Context: an optimization exercise on an open-source flow, tuned for small area. The choices shown serve that exercise and are no tape-out recipe.
In this exercise RTL edits were held to simulation tests only and were not proved equivalent to the original.
Power is estimated from default activity; no workload was simulated.

==> v7: inputs <==
==> flow/design.v (excerpt) <==
module sobol_sequence_generator_top #(
  parameter int NUM_DIMS = 8
) (
  input  logic                                 clk,
  input  logic                                 rst_n,
  input  logic                                 in_valid,
  output logic                                 in_stall,
  input  logic                                 in_restart,
  output logic                                 out_valid,
  input  logic                                 out_stall,
  output logic [31:0]                          out_point_index,
  output logic                                 out_last_point,
  output logic [31:0]                          out_coord_0,
  output logic [31:0]                          out_coord_1,
  output logic [31:0]                          out_coord_2,
  output logic [31:0]                          out_coord_3,
  output logic [31:0]                          out_coord_4,
  output logic [31:0]                          out_coord_5,
  output logic [31:0]                          out_coord_6,
  output logic [31:0]                          out_coord_7,
  input  logic                                 psel,
  input  logic                                 penable,
  input  logic                                 pwrite,
  input  logic [sobol_gen_pkg::CFG_ADDR_W-1:0] paddr,
  input  logic [sobol_gen_pkg::CFG_DATA_W-1:0] pwdata,
  output logic [sobol_gen_pkg::CFG_DATA_W-1:0] prdata,
  output logic                                 pready
);
  logic        in_valid_r, out_valid_r, restart_r, lst, sk;
  logic [31:0] idx;
  logic [3:0]  dims;
  logic [31:0] run_len;
  logic        load, in_take, clr, last, wr_en, seek_we, cin;
  logic [32:0] cy;       
  logic [31:0] nxt;      
  logic [31:0] n_new;    
  logic [31:0] gray;
  logic [255:0] w;
  logic [31:0] csa_s;
  logic [32:0] csa_c, csa_sum;
  assign pready  = 1'b1;
  assign wr_en   = psel & penable & pwrite;
  assign seek_we = wr_en & (paddr[3:2] == sobol_gen_pkg::REG_SEEK);
  sobol_gen_cfg u_cfg (
    .clk        (clk),
    .rst_n      (rst_n),
    .wr_en      (wr_en),
    .reg_sel    (paddr[3:2]),
    .pwdata     (pwdata),
  ...
export LEC_CHECK = 0
export CAP_MARGIN = 20
export CORE_MARGIN = 2
export CORE_UTILIZATION = 65
export CTS_BUF_LIST = sky130_fd_sc_hd__clkbuf_8
export CTS_CLUSTER_DIAMETER = 150
export CTS_CLUSTER_SIZE = 40
export PLACE_DENSITY = 0.8
export SLEW_MARGIN = 20
create_clock -name core_clock -period 7.0 [get_ports {clk}]
standard.sh (not shown) runs the stock make flow with config.mk's settings and CLKGATE_MAP_FILE= SYNTH_SCRIPT=/design/flow/synth_recipe.tcl, a recipe that flattens the netlist after the stock synthesis.
==> flow/flow/run.sh <==
#!/bin/bash
# The standard layout (standard.sh: ORFS with the standard flow's config), with two changes:
# - the port buffers buffer_ports inserts are the smallest buffer, buf_1,
#   instead of the tool's default pick; every port still gets its buffer;
# - after synthesis, flow/downsize.tcl swaps each upsized combinational cell
#   for its family's smallest size (same function); the flow's own repair
#   steps then resize or buffer what slew, capacitance and timing need.
# Registers are untouched: the netlist keeps the standard synthesis's flops.
set -euo pipefail
bash standard.sh 'BUFFER_PORTS_ARGS=-buffer_cell sky130_fd_sc_hd__buf_1' \
  "POST_SYNTH_TCL=$(pwd)/flow/downsize.tcl" finish > orfs_make.log 2>&1
Other scripts of this flow, unchanged in this note and not shown: flow/flow/downsize.tcl
==> v36 (differences from v7) <==
==> flow/flow/run.sh (replaced) <==
#!/bin/bash
# The standard layout (standard.sh: ORFS with the standard flow's config), with these changes:
# - the port buffers buffer_ports inserts are the smallest buffer, buf_1,
#   instead of the tool's default pick; every port still gets its buffer;
# - after synthesis, flow/downsize.tcl swaps each upsized combinational cell
#   for its family's smallest size (same function); the flow's own repair
#   steps then resize or buffer what slew, capacitance and timing need;
# - during placement (flow/smallbuf.tcl) repair buffers only with buf_1/buf_2
#   (or clkbuf_1/clkbuf_2), not larger buffers or delay cells;
# - clock tree synthesis without dummy loads.
# Registers are untouched: the netlist keeps the standard synthesis's flops.
set -euo pipefail
bash standard.sh 'BUFFER_PORTS_ARGS=-buffer_cell sky130_fd_sc_hd__buf_1' \
  "POST_SYNTH_TCL=$(pwd)/flow/downsize.tcl" \
  "PRE_GLOBAL_PLACE_TCL=$(pwd)/flow/smallbuf.tcl" \
  "PRE_RESIZE_TCL=$(pwd)/flow/smallbuf.tcl" \
  'CTS_ARGS=-sink_clustering_enable -repair_clock_nets -buf_list sky130_fd_sc_hd__clkbuf_8 -dont_use_dummy_load' \
  finish > orfs_make.log 2>&1
==> flow/flow/smallbuf.tcl (new file) <==
set_dont_use [get_lib_cells {sky130_fd_sc_hd__buf_4 sky130_fd_sc_hd__buf_6 sky130_fd_sc_hd__buf_8 sky130_fd_sc_hd__buf_12 sky130_fd_sc_hd__buf_16 sky130_fd_sc_hd__clkbuf_4 sky130_fd_sc_hd__clkbuf_8 sky130_fd_sc_hd__clkbuf_16 sky130_fd_sc_hd__dlygate4sd* sky130_fd_sc_hd__dlymetal6s* sky130_fd_sc_hd__clkdlybuf4s* sky130_fd_sc_hd__bufbuf_* sky130_fd_sc_hd__bufinv_*}]
Settings changed: CTS_CLUSTER_DIAMETER 150 to not set, CTS_CLUSTER_SIZE 40 to not set.
==> v27 (differences from v7) <==
==> flow/flow/run.sh (replaced) <==
#!/bin/bash
# The standard layout (standard.sh: ORFS with the standard flow's config), with these changes:
# - the port buffers buffer_ports inserts are the smallest buffer, buf_1,
#   instead of the tool's default pick; every port still gets its buffer;
# - after synthesis, flow/downsize.tcl swaps each upsized combinational cell
#   for its family's smallest size (same function); the flow's own repair
#   steps then resize or buffer what slew, capacitance and timing need;
# - during placement (flow/smallbuf.tcl) repair buffers only with buf_1/buf_2;
# - clock tree synthesis without dummy loads.
# Registers are untouched: the netlist keeps the standard synthesis's flops.
set -euo pipefail
bash standard.sh 'BUFFER_PORTS_ARGS=-buffer_cell sky130_fd_sc_hd__buf_1' \
  "POST_SYNTH_TCL=$(pwd)/flow/downsize.tcl" \
  "PRE_GLOBAL_PLACE_TCL=$(pwd)/flow/smallbuf.tcl" \
  "PRE_RESIZE_TCL=$(pwd)/flow/smallbuf.tcl" \
  'CTS_ARGS=-sink_clustering_enable -repair_clock_nets -buf_list sky130_fd_sc_hd__clkbuf_8 -dont_use_dummy_load' \
  finish > orfs_make.log 2>&1
==> flow/flow/smallbuf.tcl (new file) <==
set_dont_use {sky130_fd_sc_hd__buf_4 sky130_fd_sc_hd__buf_6 sky130_fd_sc_hd__buf_8 sky130_fd_sc_hd__buf_12 sky130_fd_sc_hd__buf_16}
Settings changed: CTS_CLUSTER_DIAMETER 150 to not set, CTS_CLUSTER_SIZE 40 to not set.
==> run summary <==
- The analysis attributes to cell leakage a power of 5.40 nW.
- The arrival time reported for the critical path endpoint is 4.24 ns.
- The endpoint of the most critical setup path is out_coord_6[22].
- Before CTS, the worst setup slack after placement is 1.91 ns.
- After layout, the buffer instance count without clock buffers stands at 416.
- The largest driver fanout on the critical path is 11.
- The global routing met3 resource utilization is 11.2%.
- The longest individual stage delay on the worst path is 0.98 ns.
- The run finished with no timing, DRC or antenna violations.
- In this run, the number of DRC markers left after iteration 0 of detailed routing was 1135.
- The wire length the detailed router placed on met1 is 15800 um.
- Measured against its own limit, the worst slew margin works out to 20.3%.
[end of results for v7]
==> run summary <==
- Summed over all nets, wire length on met2 after detailed routing comes to 20200 um.
- Timing analysis after detailed placement gives a worst setup slack of 1.68 ns.
- The non-clock buffer count in the final layout is 425.
- The endpoint of the most critical setup path is out_coord_7[26].
- In this run the clock root is driven by a sky130_fd_sc_hd__clkbuf_8.
- The largest individual stage delay along the critical path comes from the cell sky130_fd_sc_hd__ha_1.
- The total leakage power is 5.27 nW.
- The number of standard cells in the layout, taps in and fillers out is 2067.
- The longest individual stage delay on the worst path is 0.91 ns.
- The detailed router's first-iteration violation count is 1260.
- The flow ran to the end and the layout has no timing, DRC or antenna violations.
- For met3 alone, demand over resource in global routing was 11.4%.
- The global-route wire length before repair is 64300 um.
- The quantity of gates resized following cts is 0.
- The worst pin sits at a relative slew slack of 24.8%.
- The arrival time reported for the critical path endpoint is 4.44 ns.
[end of results for v36]
==> run summary <==
- In this design, the stage delay of the slowest critical-path cell is 0.85 ns.
- The placement-stage worst setup slack is 1.93 ns.
- The run finished with no timing, DRC or antenna violations.
- The routed via count is 12200.
- Along the worst path, the maximum fanout reaches 10.
- The arrival time reported for the critical path endpoint is 4.13 ns.
- Power attributed to the clock group is 0.254 mW.
- The wire length the detailed router placed on met1 is 16300 um.
- The endpoint of the most critical setup path is out_coord_1[31].
- Global routing consumed, on the met3 layer, 10.1% of the routing resources.
- In this run, the number of DRC markers left after iteration 0 of detailed routing was 1016.
[end of results for v27]

==> 06-28: inputs <==
Starting RTL as in the previous note.
export LEC_CHECK = 0
export CAP_MARGIN = 20
export CORE_MARGIN = 2
export CORE_UTILIZATION = 40
export CTS_BUF_LIST = sky130_fd_sc_hd__clkbuf_8
export PLACE_DENSITY = 0.6
export SLEW_MARGIN = 20
create_clock -name core_clock -period 7.0 [get_ports {clk}]
==> flow/flow/run.sh <==
#!/bin/bash
# The standard layout (standard.sh: ORFS with the standard flow's config), except that
# the port buffers buffer_ports inserts are the smallest buffer, buf_1,
# instead of the tool's default pick. Every port still gets its buffer.
set -euo pipefail
bash standard.sh 'BUFFER_PORTS_ARGS=-buffer_cell sky130_fd_sc_hd__buf_1' finish > orfs_make.log 2>&1
==> 05-06 (differences from 06-28) <==
- CORE_UTILIZATION: 40 -> 65
- PLACE_DENSITY: 0.6 -> 0.8
==> qor summary <==
| item | 05-06 | 06-28 |
|---|---|---|
| Normalized max-slew margin | 0.193 | 0.255 |
| GRT Util Overall | 0.442 | 0.314 |
| Count of non-CTS buffers in the layout | 399 | 407 |
| Final Wtd Congestion | 1.04 | 0.929 |
| 1st-iter DRT viols | 1121 | 760 |
| Sequential group power | 0.499 mW | 0.498 mW |
| # rows | 49 | 63 |
| DRT met1 WL | 16200 microns | 20600 microns |
| Worst R2R Path Depth | 16 | 15 |
| Peak supply drop | 400 uV | 161 uV |
| Antenna violations before repair | 0 | 2 |
| Placed inst area | 0.0135 sq mm | 0.0138 sq mm |
| Worst-path maximum fanout | 12 | 7 |
| Cell with the largest stage delay on the worst path | sky130_fd_sc_hd__xor2_1 | sky130_fd_sc_hd__xnor2_2 |
| Met2 track demand over resource | 0.719 | 0.535 |
| Outcome | no timing/DRC/antenna violations | no timing/DRC/antenna violations |
| Clock Latency Late Sink | 0.35 ns | 0.37 ns |
| TAP cells | 229 | 390 |
| Actual slew at the worst max-slew pin | 1.20 ns | 1.11 ns |
| Area used by multi-input combinational logic | 0.00968 sq mm | 0.00971 sq mm |
| Combinational share of power | 0.832 | 0.820 |
| Die Ht | 139 microns | 177 microns |
| Proportion of layout cells with a drive suffix above 1 | 0.0603 | 0.0677 |
| Leakage Power | 5.46 nW | 5.54 nW |
| Fraction of standard cell area that is sequential | 0.130 | 0.127 |
| Layout buffering overhead excluding clock cells | 0.119 | 0.120 |

==> inputs of v10 <==
sobol_sequence_generator_top, a different RTL version from the one above (not shown whole).
clock: 7.0 ns
lec_check: 0
cap_margin: 20
core_margin: 2
core_utilization: 65
cts_buf_list: sky130_fd_sc_hd__clkbuf_8
place_density: 0.8
slew_margin: 20
==> flow/flow/run.sh <==
#!/bin/bash
# The standard layout (standard.sh: ORFS with the standard flow's config), with these changes:
# - the port buffers buffer_ports inserts are the smallest buffer, buf_1,
#   instead of the tool's default pick; every port still gets its buffer;
# - after synthesis, flow/downsize.tcl swaps each upsized combinational cell
#   for its family's smallest size (same function); the flow's own repair
#   steps then resize or buffer what slew, capacitance and timing need;
# - during placement (flow/smallbuf.tcl) repair buffers only with buf_1/buf_2
#   (or clkbuf_1/clkbuf_2), not larger buffers or delay cells;
# - clock tree synthesis without dummy loads.
# Registers are untouched: the netlist keeps the standard synthesis's flops.
set -euo pipefail
bash standard.sh 'BUFFER_PORTS_ARGS=-buffer_cell sky130_fd_sc_hd__buf_1' \
  "POST_SYNTH_TCL=$(pwd)/flow/downsize.tcl" \
  "PRE_GLOBAL_PLACE_TCL=$(pwd)/flow/smallbuf.tcl" \
  "PRE_RESIZE_TCL=$(pwd)/flow/smallbuf.tcl" \
  'CTS_ARGS=-sink_clustering_enable -repair_clock_nets -buf_list sky130_fd_sc_hd__clkbuf_8 -dont_use_dummy_load' \
  finish > orfs_make.log 2>&1
Other scripts of this flow, unchanged in this note and not shown: flow/flow/downsize.tcl, flow/flow/smallbuf.tcl
==> inputs of v9, as changes to v10 <==
--- a/flow/flow/run.sh
+++ b/flow/flow/run.sh
@@ -7,10 +7,12 @@
 #   steps then resize or buffer what slew, capacitance and timing need;
 # - during placement (flow/smallbuf.tcl) repair buffers only with buf_1/buf_2
 #   (or clkbuf_1/clkbuf_2), not larger buffers or delay cells;
-# - clock tree synthesis without dummy loads.
+# - clock tree synthesis without dummy loads;
+# - timing-driven global placement does not keep its intermediate repair
+#   (GPL_KEEP_OVERFLOW=0); the placement repair step fixes what is needed.
 # Registers are untouched: the netlist keeps the standard synthesis's flops.
 set -euo pipefail
-bash standard.sh 'BUFFER_PORTS_ARGS=-buffer_cell sky130_fd_sc_hd__buf_1' \
+GPL_KEEP_OVERFLOW=0 bash standard.sh 'BUFFER_PORTS_ARGS=-buffer_cell sky130_fd_sc_hd__buf_1' \
   "POST_SYNTH_TCL=$(pwd)/flow/downsize.tcl" \
   "PRE_GLOBAL_PLACE_TCL=$(pwd)/flow/smallbuf.tcl" \
   "PRE_RESIZE_TCL=$(pwd)/flow/smallbuf.tcl" \
==> run summary <==
- v9 finished with timing, DRC and antenna clean. v10 finished with timing, DRC and antenna clean.
- Between v10 and v9, the lower global-route usage is in v9 (gap 1.1 points).
- In v9 the fmax is lower than in v10, by about 15%.
- In power, v9 and v10 hardly differ.
- In v10 the register-to-register slack is higher than in v9, by 280 ps.
- Synthesized cell count is the same in v9 and v10.
- Count of clock-buffer cells in the layout is the same in v9 and v10.
- In sequential cell count, v10 and v9 do not differ.
- Between v10 and v9, the lower routed wire length is in v9 (gap 3.1%, measured against v9).
==> figures <==
Status: v9 no timing/DRC/antenna violations; v10 no timing/DRC/antenna violations
Fill cell total of the finished layout: v9 1346; v10 1297
Buffers outside the clock class: v9 388; v10 420
Highest clock rate: v9 0.157 GHz; v10 0.184 GHz
Share of post-route cells with drive strength above 1: v9 0.0445; v10 0.0239
Register-to-Register Setup Slack: v9 3650 ps; v10 3930 ps
Largest fanout on the critical path: v9 15; v10 9
Routability-driven placement congestion ratio: v9 1.00; v10 1.02
Drt first pass iters: v9 5; v10 6
Net Switching: v9 2.52 mW; v10 2.52 mW
Pwr dens: v9 362 nW/um^2; v10 363 nW/um^2
Largest net degree at the start of global routing: v9 41; v10 45
Cell internal pwr: v9 2.09 mW; v10 2.09 mW
Count of non-filler cells in the finished layout: v9 1907; v10 1939
Capture endpoint of the worst hold path: v9 u_cfg.run_len_n[0]$_SDFFE_PN0P_; v10 out_valid_r$_SDFF_PN0_
Global-route track usage on met1: v9 0.551; v10 0.539
End point of the critical path: v9 out_coord_6[31]; v10 out_coord_5[28]

==> 02-20: inputs <==
Another version of the RTL of sobol_sequence_generator_top (not shown whole).
==> flow/config.mk <==
export PLATFORM = sky130hd
export DESIGN_NAME = sobol_sequence_generator_top
export DESIGN_NICKNAME = sobol_sequence_generator_top
export VERILOG_FILES = /design/flow/design.v
export SDC_FILE = /design/flow/constraint.sdc
export NUM_CORES = 4
export LEC_CHECK = 0
export CAP_MARGIN = 20
export CORE_MARGIN = 2
export CORE_UTILIZATION = 65
export CTS_BUF_LIST = sky130_fd_sc_hd__clkbuf_8
export PLACE_DENSITY = 0.8
export SLEW_MARGIN = 20
==> flow/constraint.sdc <==
create_clock -name core_clock -period 7.0 [get_ports {clk}]
set_input_delay 1.4000 -clock core_clock [delete_from_list [all_inputs] [get_ports {clk}]]
set_output_delay 1.4000 -clock core_clock [all_outputs]
set_load 0.01 [all_outputs]
==> flow/flow/run.sh <==
#!/bin/bash
# The standard layout (standard.sh: ORFS with the standard flow's config), with these changes:
# - the port buffers buffer_ports inserts are the smallest buffer, buf_1,
#   instead of the tool's default pick; every port still gets its buffer;
# - after synthesis, flow/downsize.tcl swaps each upsized combinational cell
#   for its family's smallest size (same function); the flow's own repair
#   steps then resize or buffer what slew, capacitance and timing need;
# - during placement (flow/smallbuf.tcl) repair buffers only with buf_1/buf_2
#   (or clkbuf_1/clkbuf_2), not larger buffers or delay cells;
# - clock tree synthesis without dummy loads.
# Registers are untouched: the netlist keeps the standard synthesis's flops.
set -euo pipefail
bash standard.sh 'BUFFER_PORTS_ARGS=-buffer_cell sky130_fd_sc_hd__buf_1' \
  "POST_SYNTH_TCL=$(pwd)/flow/downsize.tcl" \
  "PRE_GLOBAL_PLACE_TCL=$(pwd)/flow/smallbuf.tcl" \
  "PRE_RESIZE_TCL=$(pwd)/flow/smallbuf.tcl" \
  'CTS_ARGS=-sink_clustering_enable -repair_clock_nets -buf_list sky130_fd_sc_hd__clkbuf_8 -dont_use_dummy_load' \
  finish > orfs_make.log 2>&1
Other scripts of this flow, unchanged in this note and not shown: flow/flow/downsize.tcl, flow/flow/smallbuf.tcl
==> inputs of 06-01, as changes to 02-20 <==
--- a/flow/flow/run.sh
+++ b/flow/flow/run.sh
@@ -16,3 +16,3 @@
   "PRE_RESIZE_TCL=$(pwd)/flow/smallbuf.tcl" \
-  'CTS_ARGS=-sink_clustering_enable -repair_clock_nets -buf_list sky130_fd_sc_hd__clkbuf_8 -dont_use_dummy_load' \
+  'CTS_ARGS=-sink_clustering_enable -repair_clock_nets -buf_list sky130_fd_sc_hd__clkbuf_16 -root_buf sky130_fd_sc_hd__clkbuf_16 -dont_use_dummy_load' \
   finish > orfs_make.log 2>&1
==> summary of the runs <==
- In 06-01 the core utilization is higher than in 02-20, by 0.61 points.
- Hold slack: 02-20 is worse than 06-01 (2.8 ps).
- In 06-01 the maximum frequency is higher than in 02-20, by about 1%.
- In 02-20 the sequential share of layout area is higher than in 06-01, by 0.11 points.
- 06-01 passed the timing, design-rule and antenna checks. 02-20 completed with no timing, DRC or antenna violations.
- In die area, 06-01 and 02-20 do not differ.

==> afterwards: timing with drivers on the ports <==
The flow's constraints put no driver on any port. The routed layouts listed below were extracted and timed again, unchanged, in two steps. Step 1, drivers: a clkbuf_16 drives clk and a buf_2 each remaining input, both assumed. Step 2, shift: input delay + t, output delay - t, t = (earliest + latest rising clock arrival at the registers) / 2. This alone moves slack from input paths to output paths. Slacks: ideal / step 1 / step 2; pairs: ideal / step 1.
run	t, ns	setup WS [ns]	worst setup path at the end	worst slew at a driven data input, ns
v7	0.389	1.365 / 1.330 / 1.718	register to output	0.04
v36	0.383	1.160 / 1.126 / 1.508	register to output	0.04
v27	0.378	1.473 / 1.443 / 1.820	register to output	0.04
06-28	0.397	1.632 / 1.597 / 1.994	register to output	0.07
05-06	0.385	1.453 / 1.419 / 1.803	register to output	0.04
v10	0.383	1.574 / 1.542 / 1.925	register to output	0.05
v9	0.394	0.642 / 0.607 / 1.001	register to output	0.07
02-20	0.380	1.233 / 1.197 / 1.576	register to output	0.05
06-01	0.374	1.292 / 1.251 / 1.625	register to output	0.06
After both steps setup and hold are still met in every run listed.
